From an optimization exercise on the open Yosys and OpenROAD flow, aimed at small area, a short achievable clock period and few clock cycles per item; shortcuts taken in it are not production practice. Only simulation tests tie the RTL to the original design; equivalence was not proved. Power and IR drop assume default switching activity.

File: design/flow/design.v
package noc_pkg;
    localparam int PHIT_SIZE          = 16;
    localparam int VC_IDX_W           = 4;
    localparam int LENGTH_PHIT_INDEX  = 1;
    localparam int LENGTH_FIELD_WIDTH = 16;
    localparam int CNT_W              = 17;
    typedef logic [PHIT_SIZE-1:0] phit_t;
    typedef logic [VC_IDX_W-1:0]  vc_idx_t;
    typedef enum logic {
        ARB  = 1'b0,
        SEND = 1'b1
    } out_state_t;
    function automatic logic [CNT_W-1:0] pkt_phits(
        input logic [LENGTH_FIELD_WIDTH-1:0] len,
        input int                            fs
    );
        logic [CNT_W-1:0] p;
        p = CNT_W'(len * fs);
        if (p < CNT_W'(2)) p = CNT_W'(2);
        pkt_phits = p;
    endfunction
endpackage
module inj_vc_fifo #(
    parameter int W     = 17,
    parameter int DEPTH = 4
) (
    input  logic         clk,
    input  logic         rst,
    input  logic         push,
    input  logic [W-1:0] din,
    input  logic         pop,
    input  logic         rsel,
    output logic [W-1:0] dout,
    output logic         full,
    output logic         empty
);
    localparam logic [7:0] CODES = 8'b10_11_01_00;
    logic [W-1:0] mem [4];
    logic [1:0]   wp, rp, wp_n, rp_n;
    assign wp_n = {wp[0], ~wp[1]};
    assign rp_n = {rp[0], ~rp[1]};
    always_comb begin
        dout = '0;
        for (int i = 0; i < 4; i++)
            dout = dout | (mem[i] & {W{rsel & (rp == CODES[2*i +: 2])}});
    end
    always_ff @(posedge clk) begin
        if (rst) begin
            wp    <= 2'b00;
            rp    <= 2'b00;
            full  <= 1'b0;
            empty <= 1'b1;
        end else begin
            if (push) wp <= wp_n;
            if (pop)  rp <= rp_n;
            if (push & ~pop) begin
                empty <= 1'b0;
                full  <= (wp_n == rp);
            end
            if (pop & ~push) begin
                full  <= 1'b0;
                empty <= (rp_n == wp);
            end
        end
    end
    for (genvar i = 0; i < 4; i++) begin : g_ent
        always_ff @(posedge clk) begin
            if (push && wp == CODES[2*i +: 2]) mem[i] <= din;
        end
    end
endmodule
module pe_injection_port #(
    parameter int phit_size               = noc_pkg::PHIT_SIZE,
    parameter int flit_size               = 1,
    parameter int addr_length             = 8,
    parameter int addr_place_in_header    = 0,
    parameter int no_vc                   = 8,
    parameter int floorplusone_log2_no_vc = noc_pkg::VC_IDX_W,
    parameter int buf_depth               = 4
) (
    input  logic                               clk,
    input  logic                               full_reset,
    input  logic [phit_size-1:0]               in_data,
    input  logic                               in_sent_req,
    input  logic                               in_new,
    input  logic [floorplusone_log2_no_vc-1:0] in_vc_no,
    output logic                               out_ready,
    output logic [phit_size-1:0]               out_data,
    output logic                               out_sent_req,
    output logic                               out_new,
    output logic                               out_tail,
    output logic [floorplusone_log2_no_vc-1:0] out_vc_no,
    input  logic                               in_ready,
    output logic [addr_length-1:0]             out_dest_addr,
    output logic                               protocol_error,
    output logic [31:0]                        no_packet_inject_report,
    output logic [31:0]                        stall_cycles_report
);
    localparam int LFW = noc_pkg::LENGTH_FIELD_WIDTH;
    localparam int VW  = floorplusone_log2_no_vc;
    localparam int SW  = $clog2(no_vc);
    localparam int EW  = phit_size + 1;
    logic [no_vc-1:0] full, empty, push, pop, rsel;
    logic [EW-1:0]    head [no_vc];
    logic [no_vc-1:0] body, lenx, rz;
    logic [LFW-1:0]   rem [no_vc];
    logic [no_vc-1:0] dec, acc;
    logic             sel_body, sel_lenx, sel_rz;
    logic [LFW-1:0]   sel_rem, rem_nxt;
    logic             ok, last, rz_nxt;
    inj_vc_dec #(
        .VW (VW),
        .N  (no_vc)
    ) u_dec (
        .vc  (in_vc_no),
        .dec (dec)
    );
    assign acc = dec & ~full;
    always_comb begin
        sel_body = 1'b0;
        sel_lenx = 1'b0;
        sel_rz   = 1'b0;
        sel_rem  = '0;
        for (int v = 0; v < no_vc; v++) begin
            sel_body = sel_body | (dec[v] & body[v]);
            sel_lenx = sel_lenx | (dec[v] & lenx[v]);
            sel_rz   = sel_rz   | (dec[v] & rz[v]);
            sel_rem  = sel_rem  | (rem[v] & {LFW{dec[v]}});
        end
    end
    inj_ready #(
        .VW (VW),
        .N  (no_vc)
    ) u_ready (
        .vc    (in_vc_no),
        .nfull (~full),
        .ready (out_ready)
    );
    assign ok        = in_new ^ sel_body;
    assign last      = ~in_new & (sel_lenx ? (in_data[LFW-1:0] < LFW'(3))
                                           : sel_rz);
    logic [LFW-1:0] rem_dec;
    inj_decr #(
        .W (LFW)
    ) u_decr (
        .a (sel_rem),
        .y (rem_dec)
    );
    assign rem_nxt   = sel_lenx ? in_data[LFW-1:0] : rem_dec;
    assign rz_nxt    = sel_lenx ? (in_data[LFW-1:0] == LFW'(3))
                                : (sel_rem == LFW'(4));
    for (genvar v = 0; v < no_vc; v++) begin : g_vc
        assign push[v] = in_sent_req & acc[v] & (in_new ^ body[v]);
        always_ff @(posedge clk) begin
            if (full_reset) begin
                body[v] <= 1'b0;
                lenx[v] <= 1'b0;
            end else if (push[v]) begin
                body[v] <= in_new | ~last;
                lenx[v] <= in_new;
            end
        end
        always_ff @(posedge clk) begin
            if (push[v] & ~in_new) begin
                rem[v] <= rem_nxt;
                rz[v]  <= rz_nxt;
            end
        end
        inj_vc_fifo #(
            .W     (EW),
            .DEPTH (buf_depth)
        ) u_fifo (
            .clk   (clk),
            .rst   (full_reset),
            .push  (push[v]),
            .din   ({last, in_data}),
            .pop   (pop[v]),
            .rsel  (rsel[v]),
            .dout  (head[v]),
            .full  (full[v]),
            .empty (empty[v])
        );
    end
    logic                   o_valid, o_new, o_tail, lock;
    logic [phit_size-1:0]   o_data;
    logic [SW-1:0]          o_vc;
    logic [addr_length-1:0] o_dest;
    logic                   adv, found, avail;
    logic [no_vc-1:0]       win, cur;
    logic [SW-1:0]          sel;
    logic [EW-1:0]          s_head;
    always_comb begin
        found = 1'b0;
        win   = '0;
        for (int v = 0; v < no_vc; v++) begin
            if (!found && !empty[v] && (SW'(v) > o_vc)) begin
                found  = 1'b1;
                win[v] = 1'b1;
            end
        end
        for (int v = 0; v < no_vc; v++) begin
            if (!found && !empty[v] && (SW'(v) <= o_vc)) begin
                found  = 1'b1;
                win[v] = 1'b1;
            end
        end
    end
    always_comb begin
        sel = o_vc;
        for (int v = 0; v < no_vc; v++)
            if (win[v]) sel = SW'(v);
    end
    for (genvar v = 0; v < no_vc; v++) begin : g_cur
        assign cur[v] = (o_vc == SW'(v));
    end
    assign rsel  = lock ? cur : win;
    assign avail = lock ? ~|(cur & empty) : found;
    assign adv   = ~o_valid | in_ready;
    assign pop   = rsel & {no_vc{adv & avail}};
    always_comb begin
        s_head = '0;
        for (int v = 0; v < no_vc; v++) s_head = s_head | head[v];
    end
    always_ff @(posedge clk) begin
        if (full_reset) begin
            o_valid <= 1'b0;
            lock    <= 1'b0;
            o_vc    <= SW'(no_vc - 1);
        end else if (adv) begin
            o_valid <= avail;
            if (avail) begin
                o_vc <= lock ? o_vc : sel;
                lock <= ~lock | ~s_head[phit_size];
            end
        end
    end
    always_ff @(posedge clk) begin
        if (adv) begin
            o_data <= s_head[phit_size-1:0];
            o_tail <= s_head[phit_size];
            o_new  <= ~lock;
            if (!lock) o_dest <= s_head[addr_place_in_header +: addr_length];
        end
    end
    assign out_sent_req  = o_valid;
    assign out_data      = o_data;
    assign out_new       = o_new;
    assign out_tail      = o_tail;
    assign out_vc_no     = VW'(o_vc);
    assign out_dest_addr = o_dest;
    always_ff @(posedge clk) begin
        if (full_reset) protocol_error <= 1'b0;
        else if (in_sent_req & out_ready & ~ok) protocol_error <= 1'b1;
    end
    logic [31:0] pkt_cnt, stall_cnt;
    always_ff @(posedge clk) begin
        if (full_reset) begin
            pkt_cnt   <= '0;
            stall_cnt <= '0;
        end else begin
            if (o_valid & in_ready & o_tail) pkt_cnt   <= pkt_cnt + 32'd1;
            if (in_sent_req & ~out_ready)    stall_cnt <= stall_cnt + 32'd1;
        end
    end
    assign no_packet_inject_report = pkt_cnt;
    assign stall_cycles_report     = stall_cnt;
endmodule
module inj_vc_dec #(
    parameter int VW = 4,
    parameter int N  = 8
) (
    input  logic [VW-1:0] vc,
    output logic [N-1:0]  dec
);
    for (genvar v = 0; v < N; v++) begin : g_dec
        assign dec[v] = (vc == VW'(v));
    end
endmodule
module inj_ready #(
    parameter int VW = 4,
    parameter int N  = 8
) (
    input  logic [VW-1:0] vc,
    input  logic [N-1:0]  nfull,
    output logic          ready
);
    localparam int SW = $clog2(N);
    logic [SW-1:0] vc_n;
    logic [N-1:0]  t;
    for (genvar b = 0; b < SW; b++) begin : g_inv
        inj_inv u_inv (
            .a (vc[b]),
            .y (vc_n[b])
        );
    end
    for (genvar v = 0; v < N; v++) begin : g_term
        logic [SW-1:0] lit;
        for (genvar b = 0; b < SW; b++) begin : g_lit
            assign lit[b] = ((v >> b) & 1) ? vc[b] : vc_n[b];
        end
        inj_nand #(
            .N (SW + 1)
        ) u_term (
            .a ({lit, nfull[v]}),
            .y (t[v])
        );
    end
    logic [1:0] any;
    logic       none, high;
    for (genvar h = 0; h < 2; h++) begin : g_half
        inj_nand #(
            .N (N / 2)
        ) u_any (
            .a (t[h*N/2 +: N/2]),
            .y (any[h])
        );
    end
    assign high = (vc >= VW'(N));
    inj_nor2 u_none (
        .a (any[0]),
        .b (any[1]),
        .y (none)
    );
    inj_nor2 u_ready (
        .a (none),
        .b (high),
        .y (ready)
    );
endmodule
module inj_inv (
    input  logic a,
    output logic y
);
    assign y = ~a;
endmodule
module inj_nor2 (
    input  logic a,
    input  logic b,
    output logic y
);
    assign y = ~(a | b);
endmodule
module inj_decr #(
    parameter int W = 16
) (
    input  logic [W-1:0] a,
    output logic [W-1:0] y
);
    assign y = a - W'(1);
endmodule
module inj_nand #(
    parameter int N = 4
) (
    input  logic [N-1:0] a,
    output logic         y
);
    assign y = ~&a;
endmodule
File: design/flow/run.sh
#!/bin/bash
# synth_recipe.tcl (not shown) runs the flow's synth.tcl, then flattens the netlist and writes it again
# the make line also repeats each setting of config.mk as NAME=value (left out here)
make -C /OpenROAD-flow-scripts/flow DESIGN_CONFIG=/design/flow/config.mk WORK_HOME=/design/flow/orfs CLKGATE_MAP_FILE= SYNTH_SCRIPT=/design/flow/synth_recipe.tcl finish
File: design/flow/config.mk
export PLATFORM = sky130hd
export DESIGN_NAME = pe_injection_port
export DESIGN_NICKNAME = pe_injection_port
export VERILOG_FILES = /design/flow/design.v
export SDC_FILE = /design/flow/constraint.sdc
export NUM_CORES = 4
export LEC_CHECK = 0
export CAP_MARGIN = 20
export CORE_MARGIN = 2
export CORE_UTILIZATION = 40
export CTS_CLUSTER_DIAMETER = 100
export CTS_CLUSTER_SIZE = 25
export SETUP_SLACK_MARGIN = 3.55
export SLEW_MARGIN = 20
export SYNTH_HIERARCHICAL = 1
File: design/flow/constraint.sdc
create_clock -name core_clock -period 7.0 [get_ports {clk}]
set_input_delay 1.4000 -clock core_clock [delete_from_list [all_inputs] [get_ports {clk}]]
set_output_delay 1.4000 -clock core_clock [all_outputs]
set_load 0.01 [all_outputs]
==> results of run 1 <==
==> tightest hold or removal path: cells and delay by family, from the launching register on <==
family / cells / cell delay [ps]
flops: 1 / 340
simple gates: 1 / 60
compound gates: 1 / 50
==> report_power, final <==
group | switching, mW | internal [mW]
combinational | 1.30 | 0.957
clock | 1.50 | 1.13
sequential | 0.137 | 5.63
total | 2.93 | 7.72
==> worst paths after layout <==
check | depth (start not counted) | slack, ps | from | to
worst max-delay path | 7 | 3460 | in_vc_no[2] | out_ready
worst min-delay path | 2 | 490 | lenx[2] | lenx[2]
worst max register to register | 10 | 3680 | o_vc[1] | o_data[11]
worst min register to register | 2 | 490 | lenx[2] | lenx[2]
==> per-layer routing <==
| metal | vias up | share of wire (%) | GRT usage (%) |
|---|---|---|---|
| met5 | - | 0.015 | 0 |
| met4 | 2 | 2.4 | 4.75 |
| met3 | 94 | 5.0 | 2.07 |
| met2 | 551 | 51 | 33.1 |
| met1 | 10000 | 41 | 25.7 |
| li1 | 8543 | - | - |
==> cell type report <==
type / instances / area share [%]
sequential: 840 / 61.5
inverter: 54 / 0.653
clock buffer: 69 / 2.93
clock inverter: 2 / 0.0322
tap: 1144 / 3.68
timing repair buffer: 214 / 5.31
multi-input combinational: 1140 / 25.9
==> modules after synthesis (local to each module, per instance), a selection <==
module | times used | cells
pe_injection_port | 1 | 933
inj_nor2 | 2 | 1
inj_inv | 3 | 1
==> repair_timing <==
action,CTS,global route
gates cloned,0,5
setup buffers,15,22
resized for setup,77,47
endpoints found under the setup margin,811,325
pin swaps,13,23
==> state kept, by name (all words and copies together) (netlist names), 3 cells and up <==
signal,count
stall_cnt,32
pkt_cnt,32
g_vc.u_fifo.wp,16
g_vc.u_fifo.mem,544
g_vc.u_fifo.empty,8
g_vc.u_fifo.full,8
rz,8
lenx,8
o_data,16
g_vc.u_fifo.rp,16
body,8
o_vc,3
rem,128
o_dest,8
==> layout by cell type (no fill, tap or decap), types with 30 or more instances in the layout <==
master | Yosys | layout
a21oi_1 | 44 | 44
a22oi_1 | 75 | 72
and2_1 | 139 | 137
buf_4 | 2 | 87
clkbuf_16 | 0 | 43
clkdlybuf4s50_1 | 0 | 113
dfxtp_1 | 134 | 129
edfxtp_1 | 706 | 706
inv_1 | 51 | 48
mux4_2 | 136 | 136
nand2_1 | 70 | 70
nand2b_1 | 39 | 37
nand3_1 | 34 | 34
nand4_1 | 53 | 53
nor2_1 | 148 | 120
nor4_1 | 42 | 31
xnor2_1 | 30 | 30
xor2_1 | 62 | 62
==> stage by stage <==
stage | total power [mW] | hold slack [ps] | instance area, um2 | setup WS [ps] | utilization (%)
after floorplan | 7.12 | 446 | 34400 | 3390 | -
after global placement | 7.96 | 459 | 36900 | 1810 | 43.5
after detailed placement | 8.02 | 472 | 37000 | 1730 | 43.5
after CTS | 10.7 | 486 | 38400 | 3360 | 45.3
after global routing | 11.0 | 506 | 38900 | 3440 | 45.8
final | 10.7 | 490 | 38900 | 3460 | 45.8
==> cell families after synthesis <==
| family | after synthesis |
|---|---|
| fa+ha+maj | 19 |
| other cells | 1 |
| mux | 174 |
| xor+xnor | 92 |
| compound gates | 216 |
| buf+inv | 140 |
| simple gates | 635 |
| flops | 840 |
==> flow_summary.ini, run 1 <==
[sta]
period_needed_ps = 3540
hold_violations = 0
fin_crit_sh_pct = 50.5
finalSetupTns_ps = 0
final.setup_skew_ps = 19.3
maxSlewViolCount = 0
tightest_slew_ps = 1090
rsz0062_at_grt = yes
slew_headroom_pct = 27.0
fmax_mhz = 283
finalSetupViolCount = 0

[synthesis]
ys_seq_area_share_pct = 70.0
netlist_top_cells_count = edfxtp_1, nor2_1, and2_1
synth.distinct_cells = 78
synth_compound_area_share_pct = 4.37
async_flop_share_pct = 0
syn_nets = 2161
synthSimpleGateAreaFrac_pct = 10.3
synthTopCellsByArea = edfxtp_1, mux4_2, dfxtp_1, and2_1, a22oi_1
synth_top_family_by_area = simple AND/OR/NAND/NOR gates
synth_top_cell_by_area = edfxtp_1
post_synth_mux_area_share_pct = 10.2
syn_inst = 2117
ys_seq_elements = 840
avgSynthCellArea_um2 = 16.1
synth-edff-count = 706
ys.flop_type = edfxtp_1
synth_fa_ha_area_share_pct = 0.697
synth_area_mm2 = 0.0341
yosysMostFrequentCell = edfxtp_1
ys_warn_count = 12
yosys.area_share.xor_xnor_pct = 2.36
synth_top_area_share_pct = 62.2

[cts]
cts_tree = done
cts_made_buffers = 39
clock_latency_ps = 600
clockBufferDepth = 3
cts.sinks = 840
hold_buffers = 0
cts_max_level = 2
clk_pin_slew_worst_paths_ps = 100
cts_root_buf = clkbuf_16

[detailed_routing]
wl_um = 85500
ant_nets = 0
post_drt_wl_per_cell_um = 24.7
dr_total_vias = 19200
drtIter0Drc = 1573
drtPass1Iterations = 5
drc = 0
viasPerCell = 5.55

[critical_path]
max_stage_delay_ps = 150
worstPathArrival_ps = 2140
slowest_stage = buf_2
crit_chain = buf_16 -> clkinv_8 -> nand4_1 -> nand4_1 -> nor2_2 -> nor2_2 -> buf_2
crit_required_ps = 5600
crit_family = simple AND/OR/NAND/NOR gates
worstSetupEndpointType = output port
crit_fanout = 12
path_buf_inv = 3
cp-start-kind = input pin
crit_type = in2out

[finish]
drive_gt1_share_pct = 18.2
stdcell_count = 3463
nFillCells = 7342
layout.nets = 2333
area_growth_pct = 14.1
ff_latch_area_mm2 = 0.0239
antenna_cells = 0
multi_input_area_mm2 = 0.0101

[place]
numPortBuffers = 120
hpwl_um = 52800
globalplace.congestion = 0.824
place_inst = 3349

[floorplan]
die_w_um = 296
start_util_pct = 40.2
rows = 107
die-area_mm2 = 0.0876
core_area_mm2 = 0.0849
die_h_um = 296
ioPinCount = 122

[grt]
grt_pass1_wl_um = 123000
grt_overflow = 0
grt_pass1_vias = 18900
grt_start_max_net_pins = 104
antenna_found_initial = 2
grt_usage_pct = 19.0

[power]
power_density_mw_per_mm2 = 274
peakVddDrop_mv = 0.206
p_leak_nw = 12.3

[flow_run]
maxCapViolations = 0

[hold_path]
hold_path_class = reg2reg

[run_status]
status = finished clean
Testbench counts, summed over its fixed seeds: cycles 10,595, packets 2,400.
==> inputs of run 2 (changes only) <==
--- a/design/flow/config.mk
+++ b/design/flow/config.mk
@@ -10,6 +10,6 @@
 export CORE_UTILIZATION = 40
 export CTS_CLUSTER_DIAMETER = 100
 export CTS_CLUSTER_SIZE = 25
-export SETUP_SLACK_MARGIN = 3.55
+export SETUP_SLACK_MARGIN = 3.75
 export SLEW_MARGIN = 20
 export SYNTH_HIERARCHICAL = 1
==> flow_summary.ini, run 2 <==
[run_status]
status = finished clean

[sta]
maxSlewViolCount = 0
finalSetupViolCount = 0
period_needed_ps = 3600
fmax_mhz = 278
tightest_slew_ps = 1020
hold_violations = 0
slew_headroom_pct = 32.2
rsz0062_at_grt = yes
fin_crit_sh_pct = 51.4
finalSetupTns_ps = 0
final.setup_skew_ps = 20.4

[power]
power_mw = 10.7
intPower_mw = 7.76
peakVddDrop_mv = 0.159
power.share.switching_pct = 27.5
pwr-share-clk_pct = 24.5
share_comb_of_total_power_pct = 21.5
sequentialPowerShare_pct = 54.1
power_density_mw_per_mm2 = 272
p_leak_nw = 12.4
p_sw_mw = 2.95

[detailed_routing]
ant_nets = 0
post_drt_wl_per_cell_um = 24.2
drtIter0Drc = 1484
drtPass1Iterations = 5
drc = 0
viasPerCell = 5.51
dr_total_vias = 19200
wl_um = 84400

[floorplan]
start_util_pct = 40.2
die-area_mm2 = 0.0876
die_h_um = 296
rows = 107
ioPinCount = 122
core_area_mm2 = 0.0849
die_w_um = 296

[critical_path]
r2r_end = g_vc[1].u_fifo.full
r2r-start = g_vc[2].u_fifo.empty
cp-start-kind = input pin
crit_type = in2out
reg2reg_slack_ps = 3850
crit_required_ps = 5600
worstSetupEndpointType = output port
worstPathArrival_ps = 2200
crit_fanout = 7
startpoint = in_vc_no[0]
critPathCapture = out_ready
rr_worst_depth = 11

[finish]
largest_register_ffs = 544
layout.nets = 2354
final_common_cell = edfxtp_1
area_growth_pct = 15.6
layout_common_cells = edfxtp_1, and2_1, mux4_2
drive_gt1_share_pct = 20.9
top_register = g_vc.u_fifo.mem
top_regs = g_vc.u_fifo.mem: 544 flops, rem: 128 flops

[place]
numPortBuffers = 120
hpwl_um = 51900
globalplace.congestion = 0.833

[grt]
grt_overflow = 0
grt_start_max_net_pins = 77
antenna_found_initial = 5
grt_pass1_wl_um = 124000
grt_pass1_vias = 19100
grt_usage_pct = 19.0

[synthesis]
netlist_top_cells_count = edfxtp_1, nor2_1, and2_1
yosysMostFrequentCell = edfxtp_1
synth_top_area_share_pct = 62.2
async_flop_share_pct = 0
ys_warn_count = 12
synth.distinct_cells = 78
syn_inst = 2117
synth_top_cell_by_area = edfxtp_1
synthTopCellsByArea = edfxtp_1, mux4_2, dfxtp_1, and2_1, a22oi_1
ys_seq_elements = 840
synth-edff-count = 706
avgSynthCellArea_um2 = 16.1
synth_area_mm2 = 0.0341
syn_nets = 2161
ys_seq_area_share_pct = 70.0
ys.flop_type = edfxtp_1

[cts]
clockBufferDepth = 3
cts_root_buf = clkbuf_16
cts_tree = done
cts.sinks = 840
clock_latency_ps = 600
clk_pin_slew_worst_paths_ps = 100
cts_max_level = 2
hold_buffers = 0
cts_made_buffers = 39

[hold_path]
hold_path_class = reg2reg

[flow_run]
maxCapViolations = 0
-- run 2: cell count changes in the layout (fill, tap and decap cells not counted), moves of 6 or more --
cell | before | now
buf_12 | 4 | 13
a22oi_1 | 72 | 66
nor4_1 | 31 | 23
buf_6 | 1 | 11
a22oi_2 | 3 | 9
-- run 2: per-layer routing --
layer | global-route usage, % | routed length [um] | up-vias
met5 | 0 | 13 | -
met4 | 5.26 | 2360 | 2
met3 | 2.59 | 4360 | 125
met2 | 32.5 | 42500 | 536
met1 | 25.6 | 35200 | 9956
li1 | - | - | 8585
-- run 2: final cells by class --
type,count,area [um2]
antenna,1,2.50
tap,1144,1430
inverter,54,238
multi-input combinational,1142,10500
timing repair inverter,1,6.26
fill,7312,45500
timing repair buffer,232,2240
sequential,840,23900
clock buffer,68,1140
clock inverter,2,11.3
-- run 2: cells by family (layout without fill, tap and decap cells) --
kind of cell             count (synthesis)  in the layout  synth area share, %
multiplexers                           174            174                 10.2
other                                    1              2               0.0110
AO/OA/AOI/OAI                          216            216                 4.37
adder cells (fa/ha/maj)                 19             19                0.697
AND/OR/NAND/NOR                        635            640                 10.3
buffers and inverters                  140            357                 2.00
XOR/XNOR                                92             92                 2.36
flip-flops                             840            840                 70.0
-- run 2: critical path: stages --
cell,delay (ps)
buf_12,120
clkinv_8,40
nand4_1,110
nand4_1,100
nor2_1,60
nor2_2,200
buf_2,170
-- run 2: how the worst min path moves through the flow --
stage | start | slack, ps | depth (start not counted) | to
floorplan | lenx[4] | 450 | 2 | lenx[4]
global placement | protocol_error | 450 | 2 | protocol_error
detailed placement | lenx[4] | 460 | 2 | lenx[4]
CTS | lenx[4] | 480 | 2 | lenx[4]
global route | lenx[2] | 500 | 2 | lenx[2]
finish | lenx[4] | 480 | 2 | lenx[4]
-- run 2: stage by stage --
stage	cells	setup slack (ps)	utilization (%)	cell area, um2	hold slack, ps
2_1_floorplan	2117	3390	-	34600	446
3_3_place_gp	3339	1760	43.6	37000	449
3_5_place_dp	3341	1700	43.6	37000	465
4_1_cts	3438	3410	45.6	38700	482
5_1_grt	3483	3350	46.4	39400	504
6_report	3484	3400	46.4	39400	483
-- run 2: modules after synthesis, one instance, submodules excluded, excerpt --
module / flip-flops and latches / cells / copies in the design
inj_inv: 0 / 1 / 3
inj_nor2: 0 / 1 / 2
pe_injection_port: 248 / 933 / 1
-- run 2: power groups by stage --
stage / sequential, mW / clock [mW] / combinational, mW
after global routing: 5.81 / 2.85 / 2.47
after global placement: 5.90 / 0 / 2.06
after detailed placement: 5.90 / 0 / 2.11
after CTS: 5.79 / 2.69 / 2.24
final: 5.79 / 2.62 / 2.30
after floorplan: 5.86 / 0 / 1.28
-- run 2: timing repair --
action	4_1_cts	5_1_grt
pin swaps	24	34
setup endpoints to repair	935	330
setup buffers	22	42
cloned	5	3
gates resized for setup	110	70
==> inputs of run 3 (changes only) <==
--- a/design/flow/design.v
+++ b/design/flow/design.v
@@ -30,7 +30,8 @@
     input  logic [W-1:0] din,
     input  logic         pop,
     input  logic         rsel,
-    output logic [W-1:0] dout,
+    output logic [4*W-1:0] ents,
+    output logic [3:0]     rs,
     output logic         full,
     output logic         empty
 );
@@ -39,10 +40,9 @@
     logic [1:0]   wp, rp, wp_n, rp_n;
     assign wp_n = {wp[0], ~wp[1]};
     assign rp_n = {rp[0], ~rp[1]};
-    always_comb begin
-        dout = '0;
-        for (int i = 0; i < 4; i++)
-            dout = dout | (mem[i] & {W{rsel & (rp == CODES[2*i +: 2])}});
+    for (genvar i = 0; i < 4; i++) begin : g_rd
+        assign ents[i*W +: W] = mem[i];
+        assign rs[i]          = rsel & (rp == CODES[2*i +: 2]);
     end
     always_ff @(posedge clk) begin
         if (rst) begin
@@ -101,7 +101,8 @@
     localparam int SW  = $clog2(no_vc);
     localparam int EW  = phit_size + 1;
     logic [no_vc-1:0] full, empty, push, pop, rsel;
-    logic [EW-1:0]    head [no_vc];
+    logic [4*EW-1:0]  ents [no_vc];
+    logic [4*no_vc-1:0] rs;
     logic [no_vc-1:0] body, lenx, rz;
     logic [LFW-1:0]   rem [no_vc];
     logic [no_vc-1:0] dec, acc;
@@ -176,7 +177,8 @@
             .din   ({last, in_data}),
             .pop   (pop[v]),
             .rsel  (rsel[v]),
-            .dout  (head[v]),
+            .ents  (ents[v]),
+            .rs    (rs[4*v +: 4]),
             .full  (full[v]),
             .empty (empty[v])
         );
@@ -217,10 +219,18 @@
     assign avail = lock ? ~|(cur & empty) : found;
     assign adv   = ~o_valid | in_ready;
     assign pop   = rsel & {no_vc{adv & avail}};
-    always_comb begin
-        s_head = '0;
-        for (int v = 0; v < no_vc; v++) s_head = s_head | head[v];
-    end
+    logic [4*no_vc*EW-1:0] all_ents;
+    for (genvar v = 0; v < no_vc; v++) begin : g_ents
+        assign all_ents[4*EW*v +: 4*EW] = ents[v];
+    end
+    inj_sel #(
+        .W (EW),
+        .N (4 * no_vc)
+    ) u_sel (
+        .d (all_ents),
+        .s (rs),
+        .y (s_head)
+    );
     always_ff @(posedge clk) begin
         if (full_reset) begin
             o_valid <= 1'b0;
@@ -333,6 +343,19 @@
 );
     assign y = ~a;
 endmodule
+module inj_sel #(
+    parameter int W = 17,
+    parameter int N = 32
+) (
+    input  logic [N*W-1:0] d,
+    input  logic [N-1:0]   s,
+    output logic [W-1:0]   y
+);
+    always_comb begin
+        y = '0;
+        for (int i = 0; i < N; i++) y = y | (d[i*W +: W] & {W{s[i]}});
+    end
+endmodule
 module inj_nor2 (
     input  logic a,
     input  logic b,
--- a/design/flow/config.mk
+++ b/design/flow/config.mk
@@ -10,6 +10,6 @@
 export CORE_UTILIZATION = 40
 export CTS_CLUSTER_DIAMETER = 100
 export CTS_CLUSTER_SIZE = 25
-export SETUP_SLACK_MARGIN = 3.75
+export SETUP_SLACK_MARGIN = 3.55
 export SLEW_MARGIN = 20
 export SYNTH_HIERARCHICAL = 1
==> flow_summary.ini, run 3 <==
[sta]
maxSlewViolCount = 0
finalSetupTns_ps = 0
finalSetupViolCount = 0
slew_headroom_pct = 25.7
fin_crit_sh_pct = 51.6
final.setup_skew_ps = 50.9
fmax_mhz = 277
holdWs_ps = 487
period_needed_ps = 3610
rsz0062_at_grt = yes
tightest_slew_ps = 1110
hold_violations = 0

[synthesis]
ys_seq_area_share_pct = 72.4
async_flop_share_pct = 0
netlist_top_cells_count = edfxtp_1, a22oi_1, nor2_1
synth_area_mm2 = 0.0330
synth.distinct_cells = 73
avgSynthCellArea_um2 = 14.9
synthTopCellsByArea = edfxtp_1, dfxtp_1, a22oi_1, nand4_1, nor2_1
ys_warn_count = 13
synth_top_area_share_pct = 64.3
yosysMostFrequentCell = edfxtp_1
syn_inst = 2208
synth-edff-count = 706
ys_seq_elements = 840
syn_nets = 2252
synth_top_cell_by_area = edfxtp_1
ys.flop_type = edfxtp_1

[cts]
cts_tree = done
cts.sinks = 840
clockBufferDepth = 3
clk_pin_slew_worst_paths_ps = 100
clock_latency_ps = 620
cts_max_level = 2
cts_root_buf = clkbuf_16
cts_made_buffers = 40
hold_buffers = 0

[floorplan]
die_w_um = 291
die-area_mm2 = 0.0847
ioPinCount = 122
core_area_mm2 = 0.0818
rows = 105
die_h_um = 291
start_util_pct = 40.3

[detailed_routing]
drtIter0Drc = 2181
post_drt_wl_per_cell_um = 25.5
drc = 0
viasPerCell = 5.82
drtPass1Iterations = 5
dr_total_vias = 20300
ant_nets = 0
wl_um = 88700

[finish]
layout_common_cells = edfxtp_1, a22oi_1, nor2_1
antenna_cells = 0
drive_gt1_share_pct = 15.9
nFillCells = 6994
final_common_cell = edfxtp_1
top_register = g_vc.u_fifo.mem
top_regs = g_vc.u_fifo.mem: 544 flops, rem: 128 flops
layout.nets = 2438
final_util_pct = 46.8
area_growth_pct = 16.2
largest_register_ffs = 544

[grt]
antenna_found_initial = 5
grt_pass1_vias = 19800
grt_start_max_net_pins = 79
grt_overflow = 0
grt_usage_pct = 19.9
grt_pass1_wl_um = 127000

[hold_path]
hold-path-cell-count = 2
hold_path_class = reg2reg

[run_status]
status = finished clean

[critical_path]
rr_worst_depth = 14
cp-start-kind = input pin
crit_fanout = 5
worstPathArrival_ps = 2210
worstSetupEndpointType = output port
reg2reg_slack_ps = 3420
crit_required_ps = 5600
crit_type = in2out

[place]
globalplace.congestion = 0.815
numPortBuffers = 120
hpwl_um = 53300

[power]
peakVddDrop_mv = 0.237
power_density_mw_per_mm2 = 238
p_leak_nw = 12.1
power_mw = 9.13

[flow_run]
maxCapViolations = 0
==> run 3: cell types whose count changed in the layout (fill, tap and decap cells not counted), moves of 9 or more <==
cell,before,now
nor4_2,18,3
a22oi_1,66,334
mux4_2,136,0
clkbuf_1,26,16
or4_4,1,12
a21o_1,10,1
nor2_1,117,129
nand4_1,53,115
and2_1,137,3
or4_1,1,10
nor4_1,23,7
==> run 3: Yosys stat by module, one instance, submodules excluded, excerpt <==
module / flip-flops and latches / copies in the design / cell area [um2]
inj_inv: 0 / 3 / 3.75
inj_nor2: 0 / 2 / 3.75
pe_injection_port: 248 / 1 / 10400
==> run 3: metal layers <==
layer	GRT usage, %	vias to the layer above	routed length (um)
li1	-	9081	-
met1	26.8	10300	37000
met2	33.6	736	43700
met3	3.08	124	6130
met4	4.94	2	1830
met5	0	-	12
==> run 3: cells by family after synthesis <==
family          count (synthesis)  share of synthesized area [%]
flops                         840                           72.4
simple gates                  569                           9.64
compound gates                479                           10.7
buf+inv                       168                           2.77
xor+xnor                       95                           2.52
mux                            37                           1.18
fa+ha+maj                      19                          0.721
other cells                     1                         0.0114
==> run 3: report_power, final <==
part	total (mW)	internal, mW	leakage (nW)	switching, mW
Combinational	0.872	0.366	4.04	0.506
Clock	2.65	1.10	0.560	1.55
Sequential	5.60	5.54	7.53	0.0601
==> run 3: final timing paths <==
| check | to | start |
|---|---|---|
| worst max-delay path | out_ready | in_vc_no[0] |
| worst min-delay path | protocol_error | protocol_error |
| worst max register to register | lock | o_vc[1] |
| worst min register to register | protocol_error | protocol_error |
==> run 3: layout make-up <==
type	count	area [um2]	area share, %
Inverter	56	249	0.650
Timing Repair inverter	3	21.3	0.0555
Multi-Input combinational cell	1208	9020	23.6
Clock inverter	8	86.3	0.225
Timing Repair Buffer	245	2640	6.88
Sequential cell	840	23900	62.4
Tap cell	1070	1340	3.49
Clock buffer	56	1060	2.77
==> run 3: critical path, stage by stage <==
cell and delay, ps:
buf_16 120, clkinv_8 40, nand4_1 140, nand4_1 130
nor2_1 70, nor2_2 130, buf_2 170
==> run 3: metrics by stage <==
stage | cells | setup WS [ps] | instance area, um2
3_5_place_dp | 3331 | 1610 | 35500
6_report | 3486 | 3390 | 38300
3_3_place_gp | 3328 | 1750 | 35400
2_1_floorplan | 2208 | 3420 | 33300
5_1_grt | 3486 | 3310 | 38300
4_1_cts | 3435 | 3380 | 37400
==> run 3: timing repair <==
item / CTS / global route
setup buffers: 34 / 34
pin swaps: 28 / 31
resized for setup: 135 / 74
hold endpoints to repair: 0 / 0
cloned: 6 / 16
endpoints found under the setup margin: 796 / 399
Testbench counts of run 3, summed over its fixed seeds: cycles 10,595, packets 2,400.
==> inputs of run 4 (changes only) <==
==> design/flow/flow/run.sh (new file) <==
#!/bin/bash
# The standard layout (standard.sh, unchanged synthesis and steps), with one
# change: the port buffers that global placement inserts are plain
# sky130_fd_sc_hd__buf_1 cells instead of the delay buffers buffer_ports
# picks by default; timing repair still resizes them where needed.
# All of ORFS's output goes to standard.log here, and its per-step logs stay
# under orfs/logs/.
set -euo pipefail
export BUFFER_PORTS_ARGS="-buffer_cell sky130_fd_sc_hd__buf_1"
bash standard.sh > standard.log 2>&1
==> design/flow/standard.sh (new file) <==
#!/bin/bash
# synth_recipe.tcl (not shown) runs the flow's synth.tcl, then flattens the netlist and writes it again
# the make line also repeats each setting of config.mk as NAME=value (left out here)
make -C /OpenROAD-flow-scripts/flow DESIGN_CONFIG=/design/flow/config.mk WORK_HOME=/design/flow/orfs CLKGATE_MAP_FILE= SYNTH_SCRIPT=/design/flow/synth_recipe.tcl "${@:-finish}"
removed: design/flow/run.sh
==> flow_summary.ini, run 4 <==
[run_status]
status = finished clean

[power]
p_leak_nw = 11.5
peakVddDrop_mv = 0.256
share_comb_of_total_power_pct = 8.3
power.share.switching_pct = 23.2
pwr-share-clk_pct = 29.1
p_sw_mw = 2.08
sequentialPowerShare_pct = 62.6
power_density_mw_per_mm2 = 242
intPower_mw = 6.88

[critical_path]
crit_type = in2out
crit_required_ps = 5600
startpoint = in_vc_no[2]
r2r-start = o_vc[2]
crit_fanout = 15
worstPathArrival_ps = 2130
worstSetupEndpointType = output port
r2r_end = lock
cp-start-kind = input pin
rr_worst_depth = 14
reg2reg_slack_ps = 3570

[synthesis]
syn_inst = 2208
synth.distinct_cells = 73
synth_fa_ha_area_share_pct = 0.721
synth_compound_area_share_pct = 10.7
yosysMostFrequentCell = edfxtp_1
synth-edff-count = 706
ys_warn_count = 13
synthTopCellsByArea = edfxtp_1, dfxtp_1, a22oi_1, nand4_1, nor2_1
yosys.area_share.xor_xnor_pct = 2.52
async_flop_share_pct = 0
netlist_top_cells_count = edfxtp_1, a22oi_1, nor2_1
syn_nets = 2252
ys_seq_area_share_pct = 72.4
post_synth_mux_area_share_pct = 1.18
synth_top_cell_by_area = edfxtp_1
synth_area_mm2 = 0.0330
synth_top_family_by_area = compound AO/OA/AOI/OAI gates
avgSynthCellArea_um2 = 14.9
ys_seq_elements = 840
synth_top_area_share_pct = 64.3
synthSimpleGateAreaFrac_pct = 9.64
ys.flop_type = edfxtp_1

[finish]
final_util_pct = 45.1
final_common_cell = edfxtp_1
drive_gt1_share_pct = 14.1
layout.nets = 2391
stdcell_count = 3449
nFillCells = 7232
area_growth_pct = 12.1
largest_register_ffs = 544
top_regs = g_vc.u_fifo.mem: 544 flops, rem: 128 flops
layout_common_cells = edfxtp_1, a22oi_1, nor2_1
top_register = g_vc.u_fifo.mem

[grt]
grt_start_max_net_pins = 80
use_met3_pct = 2.34
grt_overflow = 0
grt_util_met2_pct = 32.9
grt_pass1_wl_um = 126000
antenna_found_initial = 5
grt_use_met1_pct = 27.0
gr-max-usage-layer = met2
grt_pass1_vias = 19500
grt_usage_pct = 19.5

[sta]
finalSetupViolCount = 0
finalSetupTns_ps = 0
maxSlewViolCount = 0
tightest_slew_ps = 958
slew_headroom_pct = 36.1
rsz0062_at_grt = yes
hold_violations = 0
final.setup_skew_ps = 40.9
fin_crit_sh_pct = 50.4
holdWs_ps = 484
fmax_mhz = 283
period_needed_ps = 3530

[place]
hpwl_um = 53700
numPortBuffers = 120
place_inst = 3332
globalplace.congestion = 0.819

[floorplan]
ioPinCount = 122
die_w_um = 291
rows = 105
core_area_mm2 = 0.0818
start_util_pct = 40.3
die_h_um = 291
die-area_mm2 = 0.0847

[cts]
cts_max_level = 2
hold_buffers = 0
clk_pin_slew_worst_paths_ps = 100
clock_latency_ps = 620
cts_tree = done
cts.sinks = 840
clockBufferDepth = 3
cts_made_buffers = 39
cts_root_buf = clkbuf_16

[detailed_routing]
drtPass1Iterations = 5
dr_total_vias = 20000
post_drt_wl_per_cell_um = 24.6
ant_nets = 0
drc = 0
drtIter0Drc = 2121
viasPerCell = 5.80
wl_um = 85000

[hold_path]
worstHoldEndpoint = lenx[0]
hold_path_class = reg2reg
hold_start = lenx[0]
hold-path-cell-count = 2

[flow_run]
maxCapViolations = 0
[run 4: critical path: stages]
cell and delay, ps:
buf_12 130, inv_6 60, nand4_1 100, nand4_1 150, nor2_2 60, nor2_4 110
buf_6 120
[run 4: logic make-up (layout without fill, tap and decap cells)]
kind of cell / Yosys count / in the layout
other: 1 / 2
buffers and inverters: 168 / 335
DFF: 840 / 840
and+or+nand+nor: 569 / 572
muxes: 37 / 37
xor gates and xnor gates: 95 / 95
adders and majority gates: 19 / 19
AOI/OAI and AO/OA: 479 / 479
[run 4: layout make-up]
type | count | area (um2) | share of cell area, %
sequential | 840 | 23900 | 64.7
multi-input combinational | 1203 | 8910 | 24.1
timing repair buffer | 207 | 1410 | 3.81
tap | 1070 | 1340 | 3.62
clock buffer | 68 | 1080 | 2.94
inverter | 56 | 238 | 0.643
clock inverter | 4 | 66.3 | 0.179
antenna | 1 | 2.50 | 0.00677
[run 4: per-stage QoR]
stage | cell area [um2] | setup slack, ps | power (mW)
2_1_floorplan | 33300 | 3420 | 6.05
3_3_place_gp | 34700 | 1930 | 6.33
3_5_place_dp | 34800 | 1770 | 6.36
4_1_cts | 36500 | 3420 | 8.97
5_1_grt | 36900 | 3430 | 9.24
6_report | 37000 | 3470 | 8.96
[run 4: modules after synthesis, one instance, submodules excluded, excerpt]
module | cells | copies in the design | cell area (um2) | flip-flops and latches
pe_injection_port | 875 | 1 | 10400 | 248
inj_inv | 1 | 3 | 3.75 | 0
inj_nor2 | 1 | 2 | 3.75 | 0
[run 4: how the worst max path moves through the flow]
stage,endpoint,depth (start not counted)
after floorplan,rem[0][12],10
after global placement,g_vc[0].u_fifo.mem[3][16],8
after detailed placement,body[1],9
after CTS,lock,13
after global routing,out_ready,7
final,out_ready,7
[run 4: layer usage]
metal	vias up	wire, um
met4	0	2050
met2	722	41400
met5	-	0
met3	98	5180
met1	10200	36400
li1	8963	-
[run 4: what timing repair did]
action                                  CTS  global route
gates resized for setup                 105            45
endpoints found under the setup margin  741           329
pin swaps                                20            30
setup buffers                            17            21
gates cloned                              2             3
[run 4: power groups by stage]
stage	combinational, mW	sequential, mW	clock, mW
final	0.739	5.61	2.61
after global routing	0.794	5.62	2.83
after CTS	0.685	5.61	2.67
after detailed placement	0.636	5.72	0
after global placement	0.615	5.72	0
after floorplan	0.328	5.72	0
==> inputs of run 5 (changes only) <==
--- a/design/flow/config.mk
+++ b/design/flow/config.mk
@@ -7,7 +7,7 @@
 export LEC_CHECK = 0
 export CAP_MARGIN = 20
 export CORE_MARGIN = 2
-export CORE_UTILIZATION = 40
+export CORE_UTILIZATION = 60
 export CTS_CLUSTER_DIAMETER = 100
 export CTS_CLUSTER_SIZE = 25
 export SETUP_SLACK_MARGIN = 3.55
==> flow_summary.ini, run 5 <==
[place]
hpwl_um = 52000
numPortBuffers = 120
dp_slack_ps = 1820
globalplace.congestion = 0.900

[finish]
area_growth_pct = 10.6
layout_common_cells = edfxtp_1, a22oi_1, nor2_1
top_regs = g_vc.u_fifo.mem: 544 flops, rem: 128 flops
drive_gt1_share_pct = 13.6
final_common_cell = edfxtp_1
top_register = g_vc.u_fifo.mem
antenna_cells = 0
layout.nets = 2392
largest_register_ffs = 544

[cts]
cts_made_buffers = 40
cts_max_level = 2
cts_tree = done
hold_buffers = 0
clk_pin_slew_worst_paths_ps = 100
cts_root_buf = clkbuf_16
cts.sinks = 840
clock_latency_ps = 610
clockBufferDepth = 3

[synthesis]
yosysMostFrequentCell = edfxtp_1
synth.distinct_cells = 73
synth_area_mm2 = 0.0330
netlist_top_cells_count = edfxtp_1, a22oi_1, nor2_1
syn_nets = 2252
ys_warn_count = 13
synth-edff-count = 706
avgSynthCellArea_um2 = 14.9
ys_seq_elements = 840
synthTopCellsByArea = edfxtp_1, dfxtp_1, a22oi_1, nand4_1, nor2_1
synth_top_cell_by_area = edfxtp_1
syn_inst = 2208
synth_top_area_share_pct = 64.3
ys_seq_area_share_pct = 72.4
async_flop_share_pct = 0
ys.flop_type = edfxtp_1

[sta]
finalSetupTns_ps = 0
rsz0062_at_grt = yes
finalSetupViolCount = 0
fin_ws_ps = 3470
final.setup_skew_ps = 34.6
tightest_slew_ps = 1090
holdWs_ps = 481
fmax_mhz = 284
maxSlewViolCount = 0
period_needed_ps = 3530
fin_crit_sh_pct = 50.4
slew_headroom_pct = 26.6
hold_violations = 0

[power]
p_sw_mw = 2.05
peakVddDrop_mv = 0.263
power_density_mw_per_mm2 = 247
share_comb_of_total_power_pct = 7.9
sequentialPowerShare_pct = 62.3
intPower_mw = 6.94
p_leak_nw = 11.5
pwr-share-clk_pct = 29.8
power.share.switching_pct = 22.8

[detailed_routing]
wl_um = 83300
ant_nets = 0
viasPerCell = 6.53
drtIter0Drc = 2031
dr_total_vias = 20000
drc = 0
post_drt_wl_per_cell_um = 27.1
drtPass1Iterations = 6

[critical_path]
worstSetupEndpointType = output port
crit_required_ps = 5600
worstPathArrival_ps = 2130
crit_fanout = 13
crit_type = in2out
cp-start-kind = input pin

[flow_run]
maxCapViolations = 0

[floorplan]
ioPinCount = 122
die_h_um = 238
core_area_mm2 = 0.0540
rows = 85
start_util_pct = 61.0
die-area_mm2 = 0.0568
die_w_um = 238

[grt]
antenna_found_initial = 5
grt_pass1_wl_um = 121000
grt_pass1_vias = 19000
grt_usage_pct = 28.9
grt_start_max_net_pins = 104
grt_overflow = 0

[hold_path]
hold_path_class = reg2reg

[run_status]
status = finished clean
## run 5: final timing paths
path	from	end	slack, ps	cells past startpoint
min reg2reg	lenx[2]	lenx[2]	480	2
max reg2reg	o_vc[1]	lock	3570	13
max	in_vc_no[0]	out_ready	3470	7
min	lenx[2]	lenx[2]	480	2
## run 5: per-module statistics from Yosys (local to each module, per instance), excerpt
module | cell area, um2 | times used | cells inside
pe_injection_port | 10400 | 1 | 875
inj_inv | 3.75 | 3 | 1
inj_nor2 | 3.75 | 2 | 1
## run 5: cells by family (layout without fill, tap and decap cells)
| logic type | count (synthesis) | in the layout | share of synthesized area (%) |
|---|---|---|---|
| flops | 840 | 840 | 72.4 |
| simple gates | 569 | 569 | 9.64 |
| compound gates | 479 | 479 | 10.7 |
| buf+inv | 168 | 332 | 2.77 |
| xor+xnor | 95 | 95 | 2.52 |
| mux | 37 | 37 | 1.18 |
| fa+ha+maj | 19 | 19 | 0.721 |
| other cells | 1 | 1 | 0.0114 |
## run 5: timing repair
action,in CTS,in global routing
endpoints found under the setup margin,774,325
pin swaps,21,27
cloned,1,0
gates resized for setup,93,50
buffers inserted,22,24
## run 5: metrics by stage
step                instance area [um2]  std cells  util [%]  power [mW]
global route                      36500       3068      67.5        9.26
CTS                               36000       3044      66.6        8.98
finish                            36500       3068      67.5        8.99
floorplan                         33300       2208         -        6.05
global placement                  34200       2955      63.3        6.32
detailed placement                34200       2955      63.4        6.33
## run 5: routing by layer
| layer | track usage, % | routed length, um | vias up |
|---|---|---|---|
| met1 | 39.4 | 33700 | 10200 |
| met3 | 3.44 | 5240 | 106 |
| met2 | 49.7 | 42300 | 778 |
| met5 | 0 | 0 | - |
| li1 | - | - | 8948 |
| met4 | 8.01 | 2080 | 0 |
## run 5: layout make-up
cell class	instances	area [um2]
Inverter	56	244
Fill cell	3886	17600
Multi-Input combinational cell	1200	8830
Clock buffer	61	1150
Clock inverter	5	55.1
Tap cell	696	871
Sequential cell	840	23900
Timing Repair Buffer	210	1400
## run 5: worst max-delay path: stages
cell      delay (ps)
buf_12           130
clkinv_8          50
nand4_1          100
nand4_1          110
nor2_1            50
nor2_2           130
buf_6            140
## run 5: power by group through the flow
stage	clock network, mW	registers [mW]	logic [mW]
after floorplan	0	5.72	0.328
after global placement	0	5.71	0.606
after detailed placement	0	5.71	0.620
after CTS	2.73	5.60	0.647
after global routing	2.90	5.61	0.755
final	2.68	5.60	0.710
==> inputs of run 6 (changes only) <==
--- a/design/flow/config.mk
+++ b/design/flow/config.mk
@@ -5,6 +5,7 @@
 export SDC_FILE = /design/flow/constraint.sdc
 export NUM_CORES = 4
 export LEC_CHECK = 0
+export ABC_AREA = 1
 export CAP_MARGIN = 20
 export CORE_MARGIN = 2
 export CORE_UTILIZATION = 60
==> flow_summary.ini, run 6 <==
[run_status]
status = finished clean

[detailed_routing]
dr_total_vias = 23900
drtPass1Iterations = 5
drtIter0Drc = 2089
ant_nets = 0
wl_um = 88000
viasPerCell = 5.54
drc = 0
post_drt_wl_per_cell_um = 20.4

[place]
numPortBuffers = 120
place_inst = 4157
dpl_cell_area_mm2 = 0.0368
globalplace.congestion = 0.909
hpwl_um = 56500

[sta]
tightest_slew_ps = 919
fmax_mhz = 278
fin_crit_sh_pct = 51.4
final.setup_skew_ps = 27.4
rsz0062_at_grt = yes
slew_headroom_pct = 38.7
finalSetupViolCount = 0
finalSetupTns_ps = 0
holdWs_ps = 486
hold_violations = 0
period_needed_ps = 3600
maxSlewViolCount = 0

[critical_path]
worstSetupEndpointType = output port
crit_fanout = 8
crit_required_ps = 5600
crit_type = in2out
cp-start-kind = input pin
slowest_stage = buf_2
cpMostUsedCell = nand2_1
crit_chain = buf_12 -> clkinv_8 -> nand2_2 -> inv_1 -> nand2_1 -> nand2_1 -> inv_1 -> nand2_1 -> nor2_2 -> nor2_2 -> buf_2
worstPathArrival_ps = 2200
max_stage_delay_ps = 140

[synthesis]
synth_top_cell_by_area = edfxtp_1
ys_seq_area_share_pct = 68.0
synth_fa_ha_area_share_pct = 0.677
netlist_top_cells_count = nand2_1, edfxtp_1, nor2_1
ys.flop_type = edfxtp_1
yosysMostFrequentCell = nand2_1
syn_inst = 3325
async_flop_share_pct = 0
synthTopCellsByArea = edfxtp_1, nand2_1, dfxtp_1, nor2_1, inv_1
post_synth_mux_area_share_pct = 0
synthSimpleGateAreaFrac_pct = 22.2
syn_nets = 3369
ys_seq_elements = 840
synth_top_family_by_area = simple AND/OR/NAND/NOR gates
synth_area_mm2 = 0.0351
ys_warn_count = 13
synth_compound_area_share_pct = 3.35
synth-edff-count = 706
synth.distinct_cells = 49
avgSynthCellArea_um2 = 10.6
synth_top_area_share_pct = 60.3
yosys.area_share.xor_xnor_pct = 0.769

[power]
pwr-share-clk_pct = 23.8
power_mw = 11.0
p_sw_mw = 3.48
peakVddDrop_mv = 0.291
share_comb_of_total_power_pct = 23.5
power_density_mw_per_mm2 = 281
sequentialPowerShare_pct = 52.7
power.share.switching_pct = 31.5
intPower_mw = 7.57
p_leak_nw = 14.9

[cts]
hold_buffers = 0
clock_latency_ps = 600
cts_max_level = 2
clockBufferDepth = 3
cts_tree = done
cts_root_buf = clkbuf_16
cts_made_buffers = 40
cts.sinks = 840
clk_pin_slew_worst_paths_ps = 100

[finish]
top_regs = g_vc.u_fifo.mem: 544 flops, rem: 128 flops
area_growth_pct = 11.9
stdcell_count = 4313
ff_latch_area_mm2 = 0.0239
nFillCells = 4400
layout_common_cells = nand2_1, edfxtp_1, nor2_1
final_area_mm2 = 0.0393
largest_register_ffs = 544
drive_gt1_share_pct = 14.1
layout.nets = 3562
final_common_cell = nand2_1
multi_input_area_mm2 = 0.0105
antenna_cells = 0
top_register = g_vc.u_fifo.mem

[grt]
grt_pass1_vias = 22400
grt_usage_pct = 29.1
grt_pass1_wl_um = 132000
grt_overflow = 0
antenna_found_initial = 2
grt_start_max_net_pins = 69

[hold_path]
hold_path_class = reg2reg

[floorplan]
ioPinCount = 122
die_w_um = 246
start_util_pct = 60.8
rows = 88
core_area_mm2 = 0.0578
die-area_mm2 = 0.0605
die_h_um = 246

[flow_run]
maxCapViolations = 0
-- run 6: worst paths after layout --
check | from | to | slack (ps) | depth (start not counted)
worst max register to register | g_vc[2].u_fifo.empty | lock | 3640 | 26
worst max-delay path | in_vc_no[0] | out_ready | 3400 | 11
worst min register to register | protocol_error | protocol_error | 490 | 1
worst min-delay path | protocol_error | protocol_error | 490 | 1
-- run 6: logic make-up (layout without fill, tap and decap cells) --
family,after synthesis,count (layout)
xor gates and xnor gates,30,30
other,1,1
and+or+nand+nor,1898,1899
DFF,840,840
AOI/OAI and AO/OA,186,186
buffers and inverters,351,573
adders and majority gates,19,19
-- run 6: layout make-up --
cell class | count | share of cell area [%]
sequential | 840 | 60.8
clock buffer | 68 | 2.87
tap | 765 | 2.43
timing repair inverter | 2 | 0.0318
multi-input combinational | 2135 | 26.6
timing repair buffer | 248 | 4.55
clock inverter | 4 | 0.108
inverter | 251 | 2.56
-- run 6: per-module statistics from Yosys, one instance, submodules excluded, excerpt --
module	times used	cell area [um2]	flops+latches	cells inside
inj_inv	3	3.75	0	1
inj_nor2	2	3.75	0	1
pe_injection_port	1	10700	248	1107
-- run 6: power by group through the flow --
stage	Combinational [mW]	Sequential (mW)	Clock, mW
after floorplan	1.52	5.91	0
after global placement	2.32	5.92	0
after detailed placement	2.37	5.93	0
after CTS	2.45	5.82	2.68
after global routing	2.84	5.84	2.85
final	2.59	5.82	2.63
-- run 6: per-stage QoR --
step / setup WS, ps / utilization, %
global placement: 1670 / 63.6
floorplan: 3300 / -
finish: 3400 / 68.0
global route: 3380 / 68.0
CTS: 3420 / 66.9
detailed placement: 1480 / 63.7
-- run 6: worst max-delay path, delay by kind of cell --
| family | cells | cell delay (ps) |
|---|---|---|
| AND/OR/NAND/NOR | 6 | 380 |
| buffers and inverters | 5 | 410 |
-- run 6: timing repair --
item	in CTS	in global routing
endpoints found under the setup margin	770	363
buffers inserted	43	35
pin swaps	32	44
resized for setup	56	81
gates cloned	3	2
-- run 6: metal layers --
metal  GRT usage (%)  up-vias  wire length [um]
li1                -    11400                 -
met1            40.9    11500             37100
met2            47.0      854             41400
met3            3.73      143              6290
met4            10.5        2              3210
met5               0        -                13
==> inputs of run 7 (changes only) <==
--- a/design/flow/config.mk
+++ b/design/flow/config.mk
@@ -5,12 +5,12 @@
 export SDC_FILE = /design/flow/constraint.sdc
 export NUM_CORES = 4
 export LEC_CHECK = 0
-export ABC_AREA = 1
 export CAP_MARGIN = 20
 export CORE_MARGIN = 2
 export CORE_UTILIZATION = 60
 export CTS_CLUSTER_DIAMETER = 100
 export CTS_CLUSTER_SIZE = 25
+export PLACE_DENSITY = 0.75
 export SETUP_SLACK_MARGIN = 3.55
 export SLEW_MARGIN = 20
 export SYNTH_HIERARCHICAL = 1
==> flow_summary.ini, run 7 <==
[run_status]
status = finished clean

[finish]
drive_gt1_share_pct = 13.0
layout.nets = 2383
largest_register_ffs = 544
final_common_cell = edfxtp_1
layout_common_cells = edfxtp_1, a22oi_1, nor2_1
area_growth_pct = 9.92
nFillCells = 3652
top_register = g_vc.u_fifo.mem
top_regs = g_vc.u_fifo.mem: 544 flops, rem: 128 flops

[critical_path]
path_buf_inv = 2
cp-start-kind = input pin
crit_family = simple AND/OR/NAND/NOR gates
crit_chain = buf_12 -> nand4_1 -> nand4_1 -> nor2_1 -> nor2_2 -> buf_2
cpMostUsedCell = nand4_1
crit_required_ps = 5600
worstPathArrival_ps = 2260
slowest_stage = nor2_1
crit_fanout = 7
startpoint = in_vc_no[0]
r2r-start = o_vc[2]
worstSetupEndpointType = output port
crit_type = in2out
max_stage_delay_ps = 210

[cts]
cts_root_buf = clkbuf_16
cts_tree = done
clk_pin_slew_worst_paths_ps = 100
clockBufferDepth = 3
clock_latency_ps = 610
cts.sinks = 840
cts_made_buffers = 39
hold_buffers = 0
cts_max_level = 2

[synthesis]
syn_nets = 2252
synth-edff-count = 706
synth_top_cell_by_area = edfxtp_1
synth.distinct_cells = 73
syn_inst = 2208
ys_warn_count = 13
yosysMostFrequentCell = edfxtp_1
ys_seq_area_share_pct = 72.4
async_flop_share_pct = 0
ys.flop_type = edfxtp_1
synth_top_area_share_pct = 64.3
synth_area_mm2 = 0.0330
synthTopCellsByArea = edfxtp_1, dfxtp_1, a22oi_1, nand4_1, nor2_1
avgSynthCellArea_um2 = 14.9
netlist_top_cells_count = edfxtp_1, a22oi_1, nor2_1
ys_seq_elements = 840

[floorplan]
rows = 85
die_w_um = 238
die_h_um = 238
core_area_mm2 = 0.0540
die-area_mm2 = 0.0568
start_util_pct = 61.0
ioPinCount = 122

[detailed_routing]
dr_total_vias = 20300
wl_um = 81300
viasPerCell = 6.62
drtIter0Drc = 2459
ant_nets = 0
drtPass1Iterations = 5
drc = 0
post_drt_wl_per_cell_um = 26.5

[hold_path]
hold_start = lenx[5]
hold_path_class = reg2reg

[place]
dp_slack_ps = 2000
numPortBuffers = 120
globalplace.congestion = 0.862
hpwl_um = 50000

[grt]
grt_usage_pct = 28.3
antenna_found_initial = 6
grt_overflow = 0
grt_pass1_vias = 19500
grt_start_max_net_pins = 79
grt_pass1_wl_um = 120000

[sta]
holdWs_ps = 477
fin_crit_sh_pct = 52.2
period_needed_ps = 3660
fmax_mhz = 273
hold_violations = 0
finalSetupTns_ps = 0
finalSetupViolCount = 0
fin_ws_ps = 3340
slew_headroom_pct = 26.1
tightest_slew_ps = 1100
maxSlewViolCount = 0
final.setup_skew_ps = 23.5
rsz0062_at_grt = yes

[power]
peakVddDrop_mv = 0.170
p_sw_mw = 2.03
power_mw = 8.88
power_density_mw_per_mm2 = 245
pwr-share-clk_pct = 29.0
share_comb_of_total_power_pct = 7.9
intPower_mw = 6.85
p_leak_nw = 11.4
power.share.switching_pct = 22.8
sequentialPowerShare_pct = 63.1

[flow_run]
maxCapViolations = 0
## run 7: cell count changes after synthesis, sizes merged, moves of 34 or more
| cell | change |
|---|---|
| inv | -196 |
| o21ai | -38 |
| xor2 | +34 |
| a22oi | +348 |
| nor3 | -87 |
| nand4 | +80 |
| and3 | +38 |
| nor2 | -207 |
| nand2 | -1229 |
## run 7: per-module statistics from Yosys, one instance, submodules excluded, a selection
module,flip-flops and latches,copies in the design,cell area (um2)
pe_injection_port,248,1,10400
inj_inv,0,3,3.75
inj_nor2,0,2,3.75
## run 7: kinds of logic after synthesis
family	after synthesis	synth area share [%]
flip-flops	840	72.4
buffers and inverters	168	2.77
XOR/XNOR	95	2.52
AO/OA/AOI/OAI	479	10.7
adder cells (fa/ha/maj)	19	0.721
AND/OR/NAND/NOR	569	9.64
other	1	0.0114
multiplexers	37	1.18
## run 7: worst min-delay path, stage by stage (launching register included)
cell and delay, ps:
dfxtp_1 330, nand2_1 50, a21oi_1 50
## run 7: worst paths after layout
check / slack, ps / to / cells past startpoint
setup / recovery: 3340 / out_ready / 6
hold / removal: 480 / lenx[5] / 2
setup reg to reg: 3550 / o_data[10] / 12
hold reg to reg: 480 / lenx[5] / 2
## run 7: final cells by class
| cell class | count | area (um2) | area share (%) |
|---|---|---|---|
| repair buffers | 202 | 1290 | 3.57 |
| clock buffers | 67 | 1080 | 2.99 |
| well taps | 696 | 871 | 2.40 |
| diodes | 2 | 5.00 | 0.0138 |
| clock inverters | 5 | 40.0 | 0.110 |
| inverters | 56 | 251 | 0.694 |
| multi-input cells | 1200 | 8800 | 24.3 |
| flip-flops and latches | 840 | 23900 | 65.9 |
## run 7: what timing repair did
item,CTS,global route
pin swaps,16,25
setup buffers,20,16
gates cloned,0,3
setup endpoints to repair,670,411
endpoints found under the hold margin,0,0
resized for setup,79,61
## run 7: routing by layer
| metal | GRT usage [%] | wire (um) | vias up |
|---|---|---|---|
| met5 | 0 | 25 | - |
| met4 | 10.3 | 2960 | 4 |
| met3 | 5.80 | 7550 | 165 |
| met2 | 45.1 | 38800 | 984 |
| met1 | 38.9 | 32000 | 10200 |
| li1 | - | - | 8927 |
## run 7: power groups by stage
| stage | Sequential [mW] | Combinational, mW | Clock [mW] |
|---|---|---|---|
| after floorplan | 5.72 | 0.328 | 0 |
| after global placement | 5.71 | 0.596 | 0 |
| after detailed placement | 5.72 | 0.614 | 0 |
| after CTS | 5.61 | 0.645 | 2.60 |
| after global routing | 5.61 | 0.749 | 2.76 |
| final | 5.60 | 0.702 | 2.57 |
## run 7: stage by stage
stage / cells / utilization, % / instance area [um2]
final: 3068 / 67.1 / 36200
after global routing: 3066 / 67.1 / 36200
after CTS: 3047 / 66.3 / 35800
after detailed placement: 2955 / 63.4 / 34200
after global placement: 2955 / 63.3 / 34200
after floorplan: 2208 / - / 33300
==> inputs of run 8 (changes only) <==
--- a/design/flow/config.mk
+++ b/design/flow/config.mk
@@ -10,7 +10,6 @@
 export CORE_UTILIZATION = 60
 export CTS_CLUSTER_DIAMETER = 100
 export CTS_CLUSTER_SIZE = 25
-export PLACE_DENSITY = 0.75
-export SETUP_SLACK_MARGIN = 3.55
+export SETUP_SLACK_MARGIN = 3.45
 export SLEW_MARGIN = 20
 export SYNTH_HIERARCHICAL = 1
==> flow_summary.ini, run 8 <==
[floorplan]
start_util_pct = 61.0
ioPinCount = 122
die_h_um = 238
die_w_um = 238
die-area_mm2 = 0.0568
rows = 85
core_area_mm2 = 0.0540

[finish]
final_area_mm2 = 0.0361
nFillCells = 3805
drive_gt1_share_pct = 11.9
area_growth_pct = 9.53
top_register = g_vc.u_fifo.mem
final_common_cell = edfxtp_1
layout.nets = 2379
top_regs = g_vc.u_fifo.mem: 544 flops, rem: 128 flops
layout_common_cells = edfxtp_1, a22oi_1, nor2_1
largest_register_ffs = 544

[synthesis]
synthTopCellsByArea = edfxtp_1, dfxtp_1, a22oi_1, nand4_1, nor2_1
synth-edff-count = 706
synth_top_family_by_area = compound AO/OA/AOI/OAI gates
synth_top_cell_by_area = edfxtp_1
syn_inst = 2208
ys_seq_elements = 840
synthSimpleGateAreaFrac_pct = 9.64
netlist_top_cells_count = edfxtp_1, a22oi_1, nor2_1
ys.flop_type = edfxtp_1
async_flop_share_pct = 0
ys_warn_count = 13
synth.distinct_cells = 73
yosys.area_share.xor_xnor_pct = 2.52
post_synth_mux_area_share_pct = 1.18
ys_seq_area_share_pct = 72.4
syn_nets = 2252
avgSynthCellArea_um2 = 14.9
yosysMostFrequentCell = edfxtp_1
synth_area_mm2 = 0.0330
synth_top_area_share_pct = 64.3
synth_fa_ha_area_share_pct = 0.721
synth_compound_area_share_pct = 10.7

[cts]
clock_latency_ps = 620
hold_buffers = 0
clockBufferDepth = 3
cts_tree = done
cts.sinks = 840
clk_pin_slew_worst_paths_ps = 100
cts_root_buf = clkbuf_16
cts_made_buffers = 39
cts_max_level = 2

[place]
hpwl_um = 52300
numPortBuffers = 120
dpl_cell_area_mm2 = 0.0342
globalplace.congestion = 0.861

[sta]
maxSlewViolCount = 0
tightest_slew_ps = 1080
hold_violations = 0
slew_headroom_pct = 28.1
period_needed_ps = 3600
fmax_mhz = 278
finalSetupViolCount = 0
final.setup_skew_ps = 41.5
rsz0062_at_grt = yes
fin_crit_sh_pct = 51.5
finalSetupTns_ps = 0

[detailed_routing]
drc = 0
ant_nets = 0
dr_total_vias = 19900
drtIter0Drc = 1918
post_drt_wl_per_cell_um = 27.3
viasPerCell = 6.51
drtPass1Iterations = 5
wl_um = 83800

[power]
peakVddDrop_mv = 0.253
p_leak_nw = 11.4
power_density_mw_per_mm2 = 247

[critical_path]
worstPathArrival_ps = 4050
crit_fanout = 17
crit_type = reg2reg
worstSetupEndpointType = register
crit_required_ps = 7440
cp-start-kind = register

[flow_run]
maxCapViolations = 0

[grt]
antenna_found_initial = 2
grt_pass1_vias = 19000
grt_pass1_wl_um = 123000
grt_start_max_net_pins = 90
grt_overflow = 0
grt_usage_pct = 29.4

[run_status]
status = finished clean

[hold_path]
hold_path_class = reg2reg
run 8: worst paths after layout:
check	slack [ps]	cells after the start	startpoint	to
max	3400	16	o_vc[1]	lock
min	480	2	lenx[5]	lenx[5]
max reg2reg	3400	16	o_vc[1]	lock
min reg2reg	480	2	lenx[5]	lenx[5]
run 8: stage by stage:
| stage | power, mW | hold slack [ps] | worst slack [ps] | utilization, % | instances |
|---|---|---|---|---|---|
| after global placement | 6.33 | 458 | 2070 | 63.3 | 2960 |
| after floorplan | 6.05 | 446 | 3260 | - | 2208 |
| after detailed placement | 6.34 | 467 | 1970 | 63.3 | 2961 |
| final | 8.91 | 480 | 3400 | 66.8 | 3064 |
| after global routing | 9.17 | 504 | 3250 | 66.8 | 3062 |
| after CTS | 8.90 | 481 | 3390 | 66.2 | 3046 |
run 8: kinds of logic (layout without fill, tap and decap cells):
| kind of cell | count (synthesis) | after routing |
|---|---|---|
| other | 1 | 3 |
| AOI/OAI and AO/OA | 479 | 479 |
| xor gates and xnor gates | 95 | 95 |
| buffers and inverters | 168 | 326 |
| adders and majority gates | 19 | 19 |
| muxes | 37 | 37 |
| DFF | 840 | 840 |
| and+or+nand+nor | 569 | 569 |
run 8: per-module statistics from Yosys (local to each module, per instance), excerpt:
module	flip-flops and latches	cells	copies in the design	area [um2]
inj_nor2	0	1	2	3.75
pe_injection_port	248	875	1	10400
inj_inv	0	1	3	3.75
run 8: repair_timing:
item / in CTS / in global routing
endpoints found under the setup margin: 655 / 203
buffers inserted: 13 / 13
gates cloned: 0 / 3
pin swaps: 16 / 17
resized for setup: 86 / 40
run 8: routing by layer:
layer / up-vias / routed length, um / global-route usage, %
met5: - / 0 / 0
met4: 0 / 2160 / 8.18
met3: 109 / 5020 / 3.63
met2: 720 / 40700 / 48.1
met1: 10200 / 35900 / 42.1
li1: 8943 / - / -
run 8: layout make-up:
class	instances	area, um2	share of cell area, %
Antenna cell	2	5.00	0.0139
Clock buffer	69	1110	3.07
Clock inverter	3	36.3	0.100
Inverter	56	246	0.683
Multi-Input combinational cell	1200	8710	24.1
Sequential cell	840	23900	66.2
Tap cell	696	871	2.41
Timing Repair Buffer	198	1230	3.42
run 8: worst max-delay path, stage by stage (launching register included):
cell     delay (ps)
dfxtp_4         460
nand3_1         160
a21oi_2         260
o211a_1         300
a21oi_1         120
or4_1           460
o32ai_1         170
buf_4           230
nand2_1          60
nor2_1          100
buf_4           280
a22oi_1         110
nand4_1         240
or4_1           260
nand3_1          90
nand2_1          80
a21oi_1          70
run 8: report_power, final:
group | total [mW] | switching, mW | internal (mW)
Combinational | 0.703 | 0.478 | 0.225
Clock | 2.60 | 1.50 | 1.10
Sequential | 5.60 | 0.0583 | 5.54

static timing again, ports no longer ideal:
The results above use ideal ports. As a check the final layouts listed here were re-extracted and re-timed, cells and wires unchanged. Step 1, drivers: a clkbuf_16 drives clk and a buf_2 each remaining input, both assumed. Step 2 also shifts input and output timing later by t, the mid clock arrival at the registers, as if the neighbouring blocks saw the same clock. a / b / c = no drivers / after step 1 / after step 2; a / b = the first two.
run | t, ns | setup WS [ns]
run 1 | 0.660 | 3.463 / 3.332 / 2.915
run 2 | 0.657 | 3.400 / 3.266 / 2.784
run 3 | 0.665 | 3.389 / 3.215 / 2.825
run 4 | 0.672 | 3.472 / 3.358 / 2.837
run 5 | 0.656 | 3.474 / 3.383 / 2.879
run 6 | 0.653 | 3.404 / 3.344 / 2.986
run 7 | 0.656 | 3.343 / 3.217 / 2.876
run 8 | 0.661 | 3.397 / 3.377 / 2.943
After both steps setup and hold are still met in every run listed.
